Context: an optimization exercise on an open-source flow, tuned for small area, a short achievable clock period and few clock cycles per item. The choices shown serve that exercise and are no tape-out recipe.
Only simulation tests tie the RTL to the original design; equivalence was not proved.

## flow/design.v (module list and top-level ports; edited modules follow where they fit)
// module tilt_deadband_display_mapper_unit: 1567 lines
module tilt_deadband_display_mapper_unit (
  input  logic                             clk,
  input  logic                             rst,
  input  logic                             sample_valid,
  output logic                             sample_ready,
  input  logic signed [tddm_pkg::IN_W-1:0] sample_accel_x,
  input  logic signed [tddm_pkg::IN_W-1:0] sample_accel_y,
  input  logic signed [tddm_pkg::IN_W-1:0] sample_accel_z,
  input  logic signed [tddm_pkg::IN_W-1:0] sample_gyro_x,
  input  logic signed [tddm_pkg::IN_W-1:0] sample_gyro_y,
  input  logic signed [tddm_pkg::IN_W-1:0] sample_gyro_z,
  output logic                             result_valid,
  input  logic                             result_ready,
  output logic                             result_update,
  output logic [tddm_pkg::COL_W-1:0]       result_bar_end_x,
  output logic [tddm_pkg::COL_W-1:0]       result_bar_end_y,
  output logic [tddm_pkg::COL_W-1:0]       result_bar_end_z,
  output logic [tddm_pkg::COL_W-1:0]       result_roll_marker_col,
  output logic [tddm_pkg::ROW_W-1:0]       result_pitch_marker_row,
  output logic signed [tddm_pkg::ROLL_W-1:0]  result_roll_angle,
  output logic signed [tddm_pkg::PITCH_W-1:0] result_pitch_angle,
  input  logic                             psel,
  input  logic                             penable,
  input  logic                             pwrite,
  input  logic [tddm_pkg::PADDR_W-1:0]     paddr,
  input  logic [tddm_pkg::PDATA_W-1:0]     pwdata,
  output logic [tddm_pkg::PDATA_W-1:0]     prdata,
  output logic                             pready
);
  // ...
==> flow/run.sh <==
#!/bin/bash
# synth_recipe.tcl (not shown) runs the flow's synth.tcl, then flattens the netlist and writes it again
# the make line also repeats each setting of config.mk as NAME=value (left out here)
make -C /OpenROAD-flow-scripts/flow DESIGN_CONFIG=/design/flow/config.mk WORK_HOME=/design/flow/orfs CLKGATE_MAP_FILE= SYNTH_SCRIPT=/design/flow/synth_recipe.tcl finish
==> flow/config.mk <==
export PLATFORM = sky130hd
export DESIGN_NAME = tilt_deadband_display_mapper_unit
export DESIGN_NICKNAME = tilt_deadband_display_mapper_unit
export VERILOG_FILES = /design/flow/design.v
export SDC_FILE = /design/flow/constraint.sdc
export NUM_CORES = 4
export LEC_CHECK = 0
export ABC_AREA = 1
export CAP_MARGIN = 20
export CORE_MARGIN = 2
export CORE_UTILIZATION = 55
export SETUP_SLACK_MARGIN = 5
export SLEW_MARGIN = 20
==> flow/constraint.sdc <==
create_clock -name core_clock -period 11.0 [get_ports {clk}]
set_input_delay 2.2000 -clock core_clock [delete_from_list [all_inputs] [get_ports {clk}]]
set_output_delay 2.2000 -clock core_clock [all_outputs]
set_load 0.01 [all_outputs]
==> summary.md, run 1 <==
| Metric | Value |
|---|---|
| Status | `complete, no violations` |
| Top Family by Delay on Critical Path | `simple AND/OR/NAND/NOR gates` |
| Detailed placer's ending HPWL | `about 530000 um` |
| Die Y | `710 um` |
| Reg-to-Reg Start | `pd14_q22` |
| Max cap viols | `0` |
| Worst setup SP type | `flop` |
| Initial antenna violation count | `11` |
| Share of cells above drive strength 1 | `0.0776` |
| Slew @ Worst Pin | `1.40 ns` |
| Post-Route M1 WL | `~300000 um` |
| Pre-CTS worst setup slack | `3.66 ns` |
| R2r setup slk | `roughly 5 ns` |
| Min Hold Slack | `0.362 ns` |
| CP peak stage delay | `roughly 0.42 ns` |
| Pins Over Slew Limit | `0` |
| Met3 usage | `0.0260` |
| Post-CTS Setup Bufs | `approximately 160` |
| Mapped Cells | `29400` |
| Number of global-route vias before repair | `194000` |
| Synth Area in Compound Gates | `0.0968` |
| Fin worst setup slack | `4.43 ns` |
| Gr usage total | `0.261` |
| Hold Path End | `R_q3[0]` |
| End point of the critical path | `result_roll_marker_col[2]` |
| GPL Wtd Cong | `0.967` |
| Clock latency on the worst-skew pair | `1.04 ns` |
| Area Growth Syn to Fin | `11.6%` |
| Clock Pin Slew Worst Setup and Hold Paths | `roughly 0.06 ns` |
| Biggest Area Class | `multi-input combinational cells` |
Testbench counts, summed over its fixed seeds: cycles 2,120, items 1,920.
==> run 2: changes to the inputs <==
--- a/flow/design.v
+++ b/flow/design.v
@@ -1272,17 +1272,18 @@
           3'd3: pitch_gain     <= pwdata[9:0];
           3'd4: bar_half_width <= pwdata[6:0];
           default: ;
         endcase
       end
       if (adv) begin
         v         <= {v[21:0], sample_valid};
         v_d       <= v[22];
-        res_valid <= v_d;
+        v_m       <= v_d;
+        res_valid <= v_m;
         if (v[22] && upd) begin
           prev_gyro_x <= gx_q22;
           prev_gyro_y <= gy_q22;
           prev_gyro_z <= gz_q22;
           prev_roll   <= rnew_q22;
           prev_pitch  <= pnew_359;
         end
       end
@@ -1638,26 +1639,26 @@
       mp_upd     <= upd_d;
       mp_bx      <= 24'($signed(prev_gyro_x) * $signed({1'b0, bar_half_width}));
       mp_by      <= 24'($signed(prev_gyro_y) * $signed({1'b0, bar_half_width}));
       mp_bz      <= 24'($signed(prev_gyro_z) * $signed({1'b0, bar_half_width}));
       mp_col     <= 26'($signed(prev_roll) * $signed({1'b0, roll_gain}));
       mp_row     <= 25'($signed(prev_pitch) * $signed({1'b0, pitch_gain}));
       mp_roll    <= prev_roll;
       mp_pitch   <= prev_pitch;
+      out_update <= mp_upd;
+      out_bar_x  <= map_pos(26'(mp_bx), 15, 64, 0, 127);
+      out_bar_y  <= map_pos(26'(mp_by), 15, 64, 0, 127);
+      out_bar_z  <= map_pos(26'(mp_bz), 15, 64, 0, 127);
+      out_col    <= map_pos(mp_col, 14, 64, 0, 127);
+      out_row    <= 6'(map_pos(26'(mp_row), 14, 55, 43, 63));
+      out_roll   <= mp_roll;
+      out_pitch  <= mp_pitch;
     end
   end
-  assign out_update = mp_upd;
-  assign out_bar_x  = map_pos(26'(mp_bx), 15, 64, 0, 127);
-  assign out_bar_y  = map_pos(26'(mp_by), 15, 64, 0, 127);
-  assign out_bar_z  = map_pos(26'(mp_bz), 15, 64, 0, 127);
-  assign out_col    = map_pos(mp_col, 14, 64, 0, 127);
-  assign out_row    = 6'(map_pos(26'(mp_row), 14, 55, 43, 63));
-  assign out_roll   = mp_roll;
-  assign out_pitch  = mp_pitch;
   assign result_valid            = res_valid;
   assign result_update           = out_update;
   assign result_bar_end_x        = out_bar_x;
   assign result_bar_end_y        = out_bar_y;
   assign result_bar_end_z        = out_bar_z;
   assign result_roll_marker_col  = out_col;
   assign result_pitch_marker_row = out_row;
   assign result_roll_angle       = out_roll;
==> flow/config.mk (replaced) <==
export PLATFORM = sky130hd
export DESIGN_NAME = tilt_deadband_display_mapper_unit
export DESIGN_NICKNAME = tilt_deadband_display_mapper_unit
export VERILOG_FILES = /design/flow/design.v
export SDC_FILE = /design/flow/constraint.sdc
export NUM_CORES = 4
export LEC_CHECK = 0
export ABC_AREA = 1
export CAP_MARGIN = 20
export CORE_MARGIN = 2
export CORE_UTILIZATION = 40
export SETUP_SLACK_MARGIN = 5
export SLEW_MARGIN = 20
==> summary.md, run 2 <==
| Metric | Value |
|---|---|
| Grt total ovfl | `0` |
| I/O pin cnt | `239` |
| Largest net degree at the start of global routing | `197` |
| Clock Tree Buf Depth | `4` |
| Mapped Cells | `29400 (+0.11%)` |
| Post-place instance area | `289000 um2` |
| Endpoints failing hold | `0` |
| First-pass DRT Iterations | `6` |
| Clock latency on the worst-skew pair | `1.06 ns (+0.02 ns)` |
| DRC | `0` |
| Reg-to-Reg Start | `pd14_q22` |
| Clk sinks | `3610` |
| Worst setup SP type | `flop` |
| Crit path from | `pd14_q22` |
| Arr. time, crit path | `7.08 ns` |
| Fin crit period | `between 6 and 7 ns` |
| Slowest stage cell, crit path | `fa_1` |
| Fin worst setup slack | `4.93 ns (+0.500 ns)` |
| Initial core utilization | `0.401` |
| Number of global-route vias before repair | `196000 (+0.91%)` |
| Synth top area share | `0.374` |
| WL met3 | `27600 um` |
| Routed wire length | `693000 um` |
| Design area | `309000 um2` |
| Routed wire per std cell | `17.5 um` |
| Hold crit path type | `flop to flop` |
| Pre-CTS worst setup slack | `3.63 ns (-0.0375 ns)` |
| Highest Signal Layer | `met5` |
| Sequential fraction of the synthesis area | `0.386` |
| GPL Wtd Cong | `0.928 (-4.0%)` |
| Total CTS buffers | `396` |
| Post-Route M1 WL | `314000 um (+3.1%)` |
| Min Hold Slack | `0.292 ns (-0.0698 ns)` |
| Largest cells by area after synthesis | `edfxtp_1 37%, ha_1 11%, fa_1 9.4%` |
| Most used cell, CP | `buf_6` |
| FILL cells | `65600` |
| Remaining antenna violation count | `0` |
| Die Y | `836 um (+18%)` |
| Global-route wire length before repair | `roughly 1100000 um` |
| CP max FO | `25` |
| Commonest non-fill, non-tap cell in the layout | `nand2_1` |
| Gr usage total | `0.191 (-0.0695)` |
| Starting DRT DRC Count | `between 10000 and 15000` |
| Slew @ Worst Pin | `1.31 ns (-0.0982 ns)` |
| TNS Setup | `0 ns` |
| Crit path capture type | `flop` |
| Most frequent cells in the layout | `5378 x nand2_1, 4343 x inv_1, 3450 x edfxtp_1` |
| Peak Freq | `around 0.16 GHz` |
| Layout Nets | `33900` |
| WS Path Type | `flop to flop` |
| Max-slew headroom | `0.129` |
| FFs w/ async S/R, synth | `0` |
| Netlist cell types | `95` |
| Top post-synthesis cells by count | `5434 x nand2_1, 4397 x inv_1, 3450 x edfxtp_1` |
| Met2 WL | `327000 um` |
| Initial antenna violation count | `12 (+1)` |
| Pins Over Slew Limit | `0 (unchanged)` |
| Die Wd | `around 840 um` |
| Clock Skew | `0.132 ns` |
| Critical Path RT | `12.00 ns` |
| Crit share post-route | `0.552` |
| Warnings from Yosys | `1` |
| H-tree levels | `5` |
| Root buffer cell | `clkbuf_16` |
| Worst Hold Launch | `in_gx[6]` |
| Port Buffer Count | `203` |
| Cell taking the most area after synthesis | `edfxtp_1` |
| RSZ-0062 raised after global routing | `yes` |
| Final setup viols | `0` |
| Clock Pin Slew Worst Setup and Hold Paths | `0.06 ns (about the same)` |
| Std-Cell Rows | `305` |
| Die area | `699000 um2` |
| Detailed placer's ending HPWL | `542000 um (+3.1%)` |
| Post-synthesis sequential element count | `roughly 3600` |
| Via count | `199000` |
| Netlist Area Pre-Place | `between 200000 and 300000 um2` |
| DR vias/cell | `5.04` |
| Avg Cell Area, Syn | `about 9.4 um2` |
| Predominant post-synthesis flop cell | `edfxtp_1` |
| Area of the core | `690000 um2` |
| CP peak stage delay | `0.63 ns (+0.21 ns)` |
| Area Growth Syn to Fin | `11.8%` |
| Share of cells above drive strength 1 | `0.0688 (-0.00877)` |
| Max cap viols | `0 (unchanged)` |
| Count leader, synth | `nand2_1` |
| Status | `complete, no violations` |
| Post-synth EDFFs | `about 3500` |
| Post-CTS Hold Fix Bufs | `0` |
| CTS tree | `done` |
[run 2: kinds of logic (layout without fill, tap and decap cells)]
logic type,Yosys count,after routing,synth area share
compound gates,4751,4751,0.0969
flops,3610,3610,0.386
simple gates,9008,9017,0.137
fa+ha+maj,3814,3814,0.208
buf+inv,4972,5814,0.0688
xor+xnor,3256,3256,0.104
other cells,2,53,0.0000271
mux,3,3,0.000108
[run 2: stage by stage]
| stage | cells | utilization |
|---|---|---|
| 2_1_floorplan | 29400 | - |
| 3_3_place_gp | 38400 | 0.420 |
| 3_5_place_dp | 38400 | 0.420 |
| 4_1_cts | 39300 | 0.442 |
| 5_1_grt | 39500 | 0.449 |
| 6_report | 39500 | 0.449 |
[run 2: critical path: cells and delay by family, from the launching register on]
kind                     cells  cell delay (ns)
AO/OA/AOI/OAI                8             1.20
adder cells (fa/ha/maj)      4             1.66
buffers and inverters       10             1.03
flip-flops                   1             0.47
AND/OR/NAND/NOR             16             1.69
[run 2: area by class of cell]
| class | instances | area [um2] | area share |
|---|---|---|---|
| multi-input combinational | 20900 | 154000 | 0.498 |
| sequential | 3610 | 107000 | 0.345 |
| inverter | 4450 | 16900 | 0.0547 |
| tap | 9210 | 11500 | 0.0372 |
| clock buffer | 477 | 10400 | 0.0336 |
| timing repair buffer | 619 | 6600 | 0.0213 |
| clock inverter | 259 | 2790 | 0.00903 |
| antenna | 34 | 85.1 | 0.000275 |
| timing repair inverter | 9 | 61.3 | 0.000198 |
[run 2: layer usage]
metal | vias up | global-route usage
met5 | - | 0
met4 | 4 | 0.0581
met3 | 1023 | 0.0154
met2 | 4163 | 0.325
met1 | 94900 | 0.260
li1 | 99000 | -
[run 2: final timing paths]
| check | slack [ns] | cells past startpoint | to |
|---|---|---|---|
| min | 0.29 | 0 | gx_q1[6] |
| min reg2reg | 0.29 | 0 | gx_q1[6] |
| max reg2reg | 4.93 | 38 | prev_pitch[10] |
| max | 4.93 | 38 | prev_pitch[10] |
[run 2: timing repair]
item,in CTS,in global routing
gates resized for setup,353,677
pin swaps,67,226
endpoints found under the setup margin,477,457
cloned,21,23
buffers inserted,98,170
Testbench counts of run 2, summed over its fixed seeds: cycles 2,128, items 1,920.
==> run 3: changes to the inputs <==
--- a/flow/config.mk
+++ b/flow/config.mk
@@ -5,7 +5,7 @@
 export SDC_FILE = /design/flow/constraint.sdc
 export NUM_CORES = 4
 export LEC_CHECK = 0
-export ABC_AREA = 1
+export ABC_AREA = 0
 export CAP_MARGIN = 20
 export CORE_MARGIN = 2
 export CORE_UTILIZATION = 40
==> summary.md, run 3 <==
| Metric | Value |
|---|---|
| Status | `complete, no violations` |
| CP max FO | `8 (-68%)` |
| WS Path Type | `flop to flop` |
| FFs w/ async S/R, synth | `0 (unchanged)` |
| Endpoints failing hold | `0 (unchanged)` |
| Warnings from Yosys | `1 (unchanged)` |
| Max-slew headroom | `0.0619 (-0.0672)` |
| Min Hold Slack | `0.358 ns (+0.0663 ns)` |
| Number of global-route vias before repair | `183000 (-6.6%)` |
| Synth top area share | `0.392 (+0.0182)` |
| Starting DRT DRC Count | `9568 (-27%)` |
| Cell taking the most area after synthesis | `edfxtp_1` |
| Top post-synthesis cells by count | `3450 x edfxtp_1, 2517 x ha_1, 2421 x inv_1` |
| Area of the core | `658000 um2 (-4.6%)` |
| Mapped Cells | `24100 (-18%)` |
| Largest cells by area after synthesis | `edfxtp_1 39%, ha_1 12%, fa_1 9.8%` |
| Number of cells in the finished layout apart from fillers | `35200 (-11%)` |
| Placed Cells incl. Taps | `32600 (-15%)` |
| Routed wire length | `635000 um (-8.3%)` |
| Hold path cells | `0 (unchanged)` |
| Clk sinks | `3610 (unchanged)` |
| Largest net degree at the start of global routing | `170 (-14%)` |
| Gr usage total | `0.182 (-0.00902)` |
| Std-Cell Rows | `298 (-2.3%)` |
| I/O pin cnt | `239 (unchanged)` |
| CP peak stage delay | `0.54 ns (-0.09 ns)` |
| Layout Nets | `30100 (-11%)` |
| Slowest stage cell, crit path | `or4_4` |
| Commonest non-fill, non-tap cell in the layout | `edfxtp_1` |
| Netlist cell types | `109 (+15%)` |
| Clock latency on the worst-skew pair | `1.08 ns (+0.02 ns)` |
| Grt total ovfl | `0 (unchanged)` |
| Max cap viols | `0 (unchanged)` |
| Pins Over Slew Limit | `0 (unchanged)` |
| Via count | `181000 (-9.1%)` |
| Critical Path RT | `11.83 ns (-0.17 ns)` |
| Peak Freq | `0.141 GHz (-15%)` |
| Netlist Area Pre-Place | `264000 um2 (-4.6%)` |
| Initial core utilization | `0.401 (about the same)` |
| DR vias/cell | `5.14 (+2.1%)` |
| R2r setup slk | `3.89 ns (-1.03 ns)` |
| Die area | `667000 um2 (-4.6%)` |
| CTS tree | `done` |
| Slew @ Worst Pin | `1.40 ns (+0.0961 ns)` |
| Worst setup SP type | `flop` |
| Global-route wire length before repair | `987000 um (-8.7%)` |
| GPL Wtd Cong | `0.874 (-5.8%)` |
| Area Growth Syn to Fin | `21.8%` |
| Most frequent cells in the layout | `3450 x edfxtp_1, 2363 x ha_1, 2341 x inv_1` |
| H-tree levels | `5 (unchanged)` |
| Count leader, synth | `edfxtp_1` |
| Die Wd | `816 um (-2.3%)` |
| TNS Setup | `0 ns (unchanged)` |
| Initial antenna violation count | `15 (+3)` |
| Crit share post-route | `0.646 (+0.0939)` |
| Crit path capture type | `flop` |
| Die Y | `816 um (-2.3%)` |
| Port Buffer Count | `203 (unchanged)` |
| Final setup viols | `0 (unchanged)` |
| First-pass DRT Iterations | `6 (unchanged)` |
| Most used cell, CP | `buf_6` |
| Pre-CTS worst setup slack | `2.10 ns (-1.53 ns)` |
| Avg Cell Area, Syn | `11.0 um2 (+17%)` |
| RSZ-0062 raised after global routing | `yes` |
| Predominant post-synthesis flop cell | `edfxtp_1` |
| Clock Pin Slew Worst Setup and Hold Paths | `0.07 ns (about the same)` |
| Remaining antenna violation count | `0 (unchanged)` |
| Routed wire per std cell | `18.1 um (+3.0%)` |
| Clock Skew | `0.123 ns (-0.00875 ns)` |
| Root buffer cell | `clkbuf_16` |
| Clock Tree Buf Depth | `4 (unchanged)` |
| Hold crit path type | `flop to flop` |
| Arr. time, crit path | `7.94 ns (+0.86 ns)` |
| Fin crit period | `7.11 ns (+1.03 ns)` |
| Total CTS buffers | `407 (+2.8%)` |
| Post-synth EDFFs | `3450 (unchanged)` |
| DRC | `0 (unchanged)` |
| Post-synthesis sequential element count | `3610 (unchanged)` |
| Reg2reg path depth | `45 (+18%)` |
| Fin worst setup slack | `3.89 ns (-1.03 ns)` |
| Detailed placer's ending HPWL | `446000 um (-18%)` |
| Share of cells above drive strength 1 | `0.186 (+0.117)` |
| Sequential fraction of the synthesis area | `0.405 (+0.0188)` |
[run 3: cell count changes in the layout (fill, tap and decap cells not counted), sizes merged, moves of 181 or more]
cell    previous run  this run
a21oi           2220      1561
nor2b              0       259
nand2b             0       293
and2              14       583
o21ai           1570       824
a21o             152       705
inv             4439      2439
nand2           5521      1394
nand3            961       313
buf              395      1915
mux2               0       204
xor2            2165      1001
nor2            1617      1436
xnor2           1091      2250
[run 3: area by class of cell]
type                       instances  area, um2
clock inverter                   276       3350
clock buffer                     482      10600
inverter                        2445       9450
multi-input combinational      17500     158000
tap                             8700      10900
antenna                            9       22.5
timing repair inverter             6       73.8
timing repair buffer            2163      21800
fill                           57800     337000
sequential                      3610     107000
[run 3: stage by stage]
stage	util	area, um2
6_report	0.489	322000
5_1_grt	0.489	321000
3_5_place_dp	0.420	277000
2_1_floorplan	-	264000
3_3_place_gp	0.420	277000
4_1_cts	0.472	311000
[run 3: kinds of logic (layout without fill, tap and decap cells)]
family                     Yosys count  in the layout  synth area share
AOI/OAI and AO/OA                 4710           4714             0.114
adders and majority gates         3814           3814             0.218
xor gates and xnor gates          3254           3254             0.108
muxes                              344            344            0.0142
and+or+nand+nor                   5358           5363            0.0985
other                                2             28         0.0000284
buffers and inverters             2966           5372            0.0425
DFF                               3610           3610             0.405
[run 3: layer usage]
metal | GRT usage | wire, um
met1 | 0.229 | 270000
met2 | 0.328 | 319000
met5 | 0 | 72
met3 | 0.0170 | 21600
met4 | 0.0612 | 25200
[run 3: worst paths after layout]
path,startpoint,endpoint
max,ry_q3[29],ry_q4[4]
min reg2reg,gy_q13[15],gy_q14[15]
max reg2reg,ry_q3[29],ry_q4[4]
min,gy_q13[15],gy_q14[15]
[run 3: critical path: cells and delay by family, from the launching register on]
kind / cells / cell delay, ns
DFF: 1 / 0.44
AOI/OAI and AO/OA: 6 / 0.96
adders and majority gates: 2 / 0.55
xor gates and xnor gates: 3 / 0.42
buffers and inverters: 24 / 2.78
and+or+nand+nor: 10 / 1.77
[run 3: what timing repair did]
action | in CTS | in global routing
setup buffers | 1159 | 545
resized for setup | 2172 | 1348
setup endpoints to repair | 915 | 698
hold buffers | 0 | 0
pin swaps | 1019 | 999
gates cloned | 84 | 12
==> run 4: changes to the inputs <==
--- a/flow/config.mk
+++ b/flow/config.mk
@@ -5,9 +5,9 @@
 export SDC_FILE = /design/flow/constraint.sdc
 export NUM_CORES = 4
 export LEC_CHECK = 0
-export ABC_AREA = 0
-export CAP_MARGIN = 20
+export ABC_AREA = 1
+export CAP_MARGIN = 5
 export CORE_MARGIN = 2
 export CORE_UTILIZATION = 40
 export SETUP_SLACK_MARGIN = 5
-export SLEW_MARGIN = 20
+export SLEW_MARGIN = 5
==> summary.md, run 4 <==
| Metric | Value |
|---|---|
| CP peak stage delay | `0.63 ns (+0.09 ns)` |
| Global-route wire length before repair | `1080000 um (+9.5%)` |
| Share of cells above drive strength 1 | `0.0687 (-0.117)` |
| Fin worst setup slack | `4.93 ns (+1.03 ns)` |
| Arr. time, crit path | `7.08 ns (-0.86 ns)` |
| Largest net degree at the start of global routing | `197 (+16%)` |
| Count leader, synth | `nand2_1` |
| Remaining antenna violation count | `0 (unchanged)` |
| Endpoints failing hold | `0 (unchanged)` |
| Post-CTS Hold Fix Bufs | `0 (unchanged)` |
| GPL Wtd Cong | `0.928 (+6.2%)` |
| Netlist Area Pre-Place | `277000 um2 (+4.9%)` |
| Status | `complete, no violations` |
| DRC | `0 (unchanged)` |
| Final setup viols | `0 (unchanged)` |
| H-tree levels | `5 (unchanged)` |
| Layout Nets | `33900 (+13%)` |
| Pre-CTS worst setup slack | `3.63 ns (+1.53 ns)` |
| Commonest non-fill, non-tap cell in the layout | `nand2_1` |
| Mapped Cells | `29400 (+22%)` |
| Max cap viols | `0 (unchanged)` |
| Most used cell, CP | `buf_6` |
| Peak Freq | `0.165 GHz (+17%)` |
| Number of global-route vias before repair | `196000 (+7.1%)` |
| Area of the core | `690000 um2 (+4.8%)` |
| Final design utilization | `0.449 (-0.0398)` |
| Worst setup SP type | `flop` |
| Total CTS buffers | `396 (-2.7%)` |
| Synth top area share | `0.374 (-0.0182)` |
| Sequential fraction of the synthesis area | `0.386 (-0.0188)` |
| Starting DRT DRC Count | `13100 (+36%)` |
| Clock Skew | `0.132 ns (+0.00868 ns)` |
| CP max FO | `25 (+17)` |
| Predominant post-synthesis flop cell | `edfxtp_1` |
| Number of cells in the finished layout apart from fillers | `39500 (+12%)` |
| First-pass DRT Iterations | `8 (+2)` |
| Slowest stage cell, crit path | `fa_1` |
| Fin crit period | `6.07 ns (-1.03 ns)` |
| Top post-synthesis cells by count | `5434 x nand2_1, 4397 x inv_1, 3450 x edfxtp_1` |
| Cell taking the most area after synthesis | `edfxtp_1` |
| Grt total ovfl | `0 (unchanged)` |
| Critical Path RT | `12.00 ns (+0.17 ns)` |
| Post-place instance area | `289000 um2 (+4.6%)` |
| TNS Setup | `0 ns (unchanged)` |
| Clock Tree Buf Depth | `4 (unchanged)` |
| WS Path Type | `flop to flop` |
| R2r setup slk | `4.93 ns (+1.03 ns)` |
| Most frequent cells in the layout | `5378 x nand2_1, 4343 x inv_1, 3450 x edfxtp_1` |
| Port Buffer Count | `203 (unchanged)` |
| Die Wd | `836 um (+2.4%)` |
| Slew @ Worst Pin | `1.31 ns (-0.0938 ns)` |
| RSZ-0062 raised after global routing | `yes` |
| Clock Pin Slew Worst Setup and Hold Paths | `0.06 ns (about the same)` |
| Die Y | `836 um (+2.4%)` |
| Initial antenna violation count | `12 (-3)` |
| I/O pin cnt | `239 (unchanged)` |
| Max-slew headroom | `0.128 (+0.0657)` |
| Crit share post-route | `0.552 (-0.0939)` |
| Root buffer cell | `clkbuf_16` |
| Warnings from Yosys | `1 (unchanged)` |
| Post-synth EDFFs | `3450 (unchanged)` |
| FFs w/ async S/R, synth | `0 (unchanged)` |
| Gr usage total | `0.191 (+0.00902)` |
| Clock latency on the worst-skew pair | `1.06 ns (-0.02 ns)` |
| Placed Cells incl. Taps | `38400 (+18%)` |
| Largest cells by area after synthesis | `edfxtp_1 37%, ha_1 11%, fa_1 9.4%` |
| Crit path capture type | `flop` |
| Min Hold Slack | `0.292 ns (-0.0663 ns)` |
| Std-Cell Rows | `305 (+2.3%)` |
| Area Growth Syn to Fin | `11.8%` |
| Hold crit path type | `flop to flop` |
| Avg Cell Area, Syn | `9.41 um2 (-14%)` |
| Routed wire length | `693000 um (+9.1%)` |
| CTS tree | `done` |
| Detailed placer's ending HPWL | `542000 um (+21%)` |
| Post-synthesis sequential element count | `3610 (unchanged)` |
| Pins Over Slew Limit | `0 (unchanged)` |
| Initial core utilization | `0.401 (about the same)` |
| Die area | `699000 um2 (+4.8%)` |
| Netlist cell types | `95 (-13%)` |
| DR vias/cell | `5.04 (-2.1%)` |
| Design area | `309000 um2 (-3.8%)` |
| Routed wire per std cell | `17.5 um (-2.9%)` |
| Via count | `199000 (+10%)` |
| Clk sinks | `3610 (unchanged)` |
[run 4: cell count changes after synthesis, sizes merged, moves of 569 or more]
cell	change
a21oi	+659
xnor2	-1159
xor2	+1164
nand2	+4120
nand3	+651
o21ai	+746
inv	+2009
and2	-569
[run 4: repair_timing]
item                       CTS  global route
setup buffers               98           170
gates resized for setup    353           677
setup endpoints to repair  477           457
pin swaps                   67           226
gates cloned                21            23
[run 4: per-layer routing]
metal  routed length, um  global-route usage
met1              314000               0.260
met2              327000               0.325
met3               27700              0.0154
met4               24200              0.0581
met5                  29                   0
[run 4: cell families after synthesis]
| logic type | count (synthesis) | synth area share |
|---|---|---|
| muxes | 3 | 0.000108 |
| xor gates and xnor gates | 3256 | 0.104 |
| adders and majority gates | 3814 | 0.208 |
| and+or+nand+nor | 9008 | 0.137 |
| DFF | 3610 | 0.386 |
| AOI/OAI and AO/OA | 4751 | 0.0969 |
| other | 2 | 0.0000271 |
| buffers and inverters | 4972 | 0.0688 |
[run 4: final timing paths]
path | depth (start not counted) | start | endpoint
setup / recovery | 38 | pd14_q22 | prev_pitch[10]
hold / removal | 0 | in_gx[6] | gx_q1[6]
setup reg to reg | 38 | pd14_q22 | prev_pitch[10]
hold reg to reg | 0 | in_gx[6] | gx_q1[6]
[run 4: layout make-up]
cell class,count,area (um2)
flip-flops and latches,3610,107000
clock inverters,259,2790
fillers,65600,380000
repair inverters,9,61.3
diodes,34,85.1
well taps,9210,11500
repair buffers,619,6600
inverters,4450,16900
clock buffers,477,10400
multi-input cells,20900,154000
[run 4: critical path: cells and delay by family, from the launching register on]
family,cells,cell delay [ns]
compound gates,8,1.21
fa+ha+maj,4,1.66
buf+inv,10,1.03
flops,1,0.47
simple gates,16,1.69

[what the ideal ports hide]
The flow's constraints put no driver on any port. The routed layouts listed below were extracted and timed again, unchanged, in two steps. Step 1 assumes that a clkbuf_16 drives the clock port and a buf_2 every other input. Step 2 times the ports against the registers' clock, not the clock port: input delays grow and output delays shrink by t, the midpoint of the rising clock arrivals with the driver on. a / b / c = ideal ports / drivers / drivers and shift; a / b = the first two.
run	t (ns)	setup WS [ns]	cell pins on the clock port's net
run 1	1.112	4.425 / 4.297 / 4.347	1
run 2	1.134	4.926 / 4.926 / 4.886	1
run 3	1.149	3.893 / 3.893 / 3.893	1
run 4	1.134	4.926 / 4.926 / 4.883	1
After both steps every run listed still meets setup and hold. For run 1, which loses most, drivers alone change the setup slack by -0.128 ns; drivers and shift together by -0.078 ns.
